This design comes from an exercise in tuning for small area and a short achievable clock period on the open sky130 flow, not from production work.
No activity file was given, so power comes from the tool's default toggle rates.

Design store_buffer, start of the top module:
module store_buffer #(
    parameter int sq_depth = 8
) (
    input  logic                            clk,
    input  logic                            rst,
    input  logic                            rob_flush,
    input  logic                            lsq_valid,
    input  logic                            lsq_ready,
    input  logic                            lsq_is_load,
    input  logic [lsu_pkg::xlen-1:0]        lsq_addr,
    input  logic [lsu_pkg::mask_bits-1:0]   lsq_mask,
    input  logic [lsu_pkg::xlen-1:0]        lsq_wdata,
    input  lsu_pkg::load_funct3_e           lsq_funct3,
    input  logic [lsu_pkg::rob_id_bits-1:0] lsq_rob_id,
    input  logic [lsu_pkg::pr_bits-1:0]     lsq_pr_dest,
    input  logic [lsu_pkg::rob_id_bits-1:0] rob_head_id,
    output logic                            lsq_dequeue,
    output logic [lsu_pkg::xlen-1:0]        dcache_addr,
    output logic [lsu_pkg::mask_bits-1:0]   dcache_rmask,
    output logic [lsu_pkg::mask_bits-1:0]   dcache_wmask,
    output logic [lsu_pkg::xlen-1:0]        dcache_wdata,
    input  logic [lsu_pkg::xlen-1:0]        dcache_rdata,
    input  logic                            dcache_resp,
    output logic                            cdb_valid,
    output logic [lsu_pkg::rob_id_bits-1:0] cdb_rob_id,
    output logic [lsu_pkg::pr_bits-1:0]     cdb_pr_dest,
    output logic [lsu_pkg::xlen-1:0]        cdb_result,
    output logic                            store_done
);
Size: roughly 2500 cells after synthesis, about 0.026 sq mm of cells after synthesis.
==> flow/config.mk <==
export PLATFORM = sky130hd
export DESIGN_NAME = store_buffer
export DESIGN_NICKNAME = store_buffer
export VERILOG_FILES = /design/flow/design.v
export SDC_FILE = /design/flow/constraint.sdc
export NUM_CORES = 4
export LEC_CHECK = 0
export CAP_MARGIN = 20
export CORE_MARGIN = 2
export CORE_UTILIZATION = 35
export CTS_BUF_LIST = sky130_fd_sc_hd__clkbuf_16
export CTS_CLUSTER_DIAMETER = 120
export CTS_CLUSTER_SIZE = 25
export PLACE_DENSITY = 0.5
export SETUP_SLACK_MARGIN = 3.4
export SLEW_MARGIN = 20
export SYNTH_HIERARCHICAL = 1
export TNS_END_PERCENT = 2
==> flow/constraint.sdc <==
create_clock -name core_clock -period 10.0 [get_ports {clk}]
set_input_delay 2.0000 -clock core_clock [delete_from_list [all_inputs] [get_ports {clk}]]
set_output_delay 2.0000 -clock core_clock [all_outputs]
set_load 0.01 [all_outputs]
standard.sh (not shown) runs the stock make flow with config.mk's settings and CLKGATE_MAP_FILE= SYNTH_SCRIPT=/design/flow/synth_recipe.tcl, a recipe that flattens the netlist after the stock synthesis.
==> flow/flow/run.sh <==
#!/bin/bash
# Layout: the standard flow, with the port buffers made from the smallest
# buffer cell instead of the one buffer_ports picks by itself. Timing repair
# resizes the ones on critical paths later, as usual.
set -euo pipefail
export BUFFER_PORTS_ARGS="-buffer_cell sky130_fd_sc_hd__buf_1"
bash standard.sh synth > synth.log 2>&1
bash standard.sh > layout.log 2>&1
Edit:
==> flow/flow/run.sh (replaced) <==
#!/bin/bash
# Layout: the standard flow with two changes to how cells are picked.
#  - The port buffers use the smallest buffer cell instead of the one
#    buffer_ports picks by itself; timing repair resizes the critical ones.
#  - Slow wide OR/NOR cells (three or four series PMOS) are added to the
#    platform's don't-use list, so mapping and repair build the wide ORs of
#    the forwarding logic from NAND/AOI stages instead.
set -euo pipefail
export BUFFER_PORTS_ARGS="-buffer_cell sky130_fd_sc_hd__buf_1"
plat=$(make -s -C "$FLOW_HOME" DESIGN_CONFIG="$PWD/config.mk" WORK_HOME="$PWD/orfs" \
       print-DONT_USE_CELLS 2> print_dont_use.log | sed -n 's/^DONT_USE_CELLS: //p')
slow=""
for c in or3_1 or3_2 or3_4 or3b_1 or3b_2 or3b_4 or4_1 or4_2 or4_4 or4b_1 or4b_2 or4b_4 \
         or4bb_1 or4bb_2 or4bb_4 nor4_1 nor4_2 nor4_4 nor4b_1 nor4b_2 nor4b_4 nor4bb_1 \
         nor4bb_2 nor4bb_4 a2111o_1 a2111o_2 a2111o_4 a2111oi_0 a2111oi_1 a2111oi_2 \
         a2111oi_4 o2111a_1 o2111a_2 o2111a_4 o2111ai_1 o2111ai_2 o2111ai_4; do
  slow="$slow sky130_fd_sc_hd__$c"
done
echo "DONT_USE_CELLS=$plat$slow" > dont_use.txt
bash standard.sh "DONT_USE_CELLS=$plat$slow" synth > synth.log 2>&1
bash standard.sh "DONT_USE_CELLS=$plat$slow" finish > layout.log 2>&1
Settings changed: TNS_END_PERCENT 2 to 20.
The changed run finished with timing, DRC and antenna clean.
Power stays flat.
Non-clock buffer count decreases by 5.
Critical path depth stays the same.
Final cell count stays flat.
Wire length decreases slightly.
Combinational power decreases slightly.
Design area is about the same.
Sequential share of layout area is about the same.
Die area barely changes.
Clock skew increases by 13 ps.
Edit:
Settings changed: CORE_UTILIZATION 35 to 45, PLACE_DENSITY 0.5 to 0.6, TNS_END_PERCENT 20 to 2.
What happened:
- clock skew went down by 6.7 ps
- total power went down by 1.6%
- die area went down by 22%
- worst setup slack loses 11 ps
- design area went down by 1.1%
- routed wire length went down by 5.6%
- worst hold slack is about the same
- sequential share of layout area went up by 0.42 points
- non-clock buffer count does not change
- first-iteration DRC count went up by 5.3%
Edit:
Settings changed: CORE_UTILIZATION 45 to 35, PLACE_DENSITY 0.6 to 0.5.
After rerunning:
- die area is higher by 28%
- hold slack hardly moves
- clock power is about the same
- core utilization is lower by 12 points
- total power is higher by 0.42%
- final area is about the same
- sequential power barely changes
No functional check of the RTL was part of any run of this note.

port drivers added, routing unchanged:
The results above use ideal ports. As a check the final layouts listed here were re-extracted and re-timed, cells and wires unchanged.
Step 1 sets driving cells, clkbuf_16 on the clock port and buf_2 on the other inputs (assumed; they add their load-dependent delay and slew).
Step 2 moves the port delays by t, midway between the first and last clock arrival at a register: inputs arrive t later, outputs are due t later. That takes back most of the time a late clock gives input paths.
Three values: ideal, step 1, step 2; two values: the first two.
| run | t (ns) | setup WS [ns] | worst register clock-pin slew, ns | cell pins on the clock port's net |
|---|---|---|---|---|
| the first run | 0.669 | 3.427 / 3.401 / 3.401 | 0.11 / 0.11 | 1 |
| the second run | 0.677 | 3.453 / 3.420 / 3.420 | 0.11 / 0.11 | 1 |
| the third run | 0.666 | 3.443 / 3.423 / 3.423 | 0.11 / 0.11 | 1 |
| the fourth run | 0.673 | 3.423 / 3.399 / 3.399 | 0.11 / 0.11 | 1 |
After both steps setup and hold are still met in every run listed. The setup slack of the second run, which loses most, moves by -0.033 ns with the drivers and by -0.033 ns with both steps.
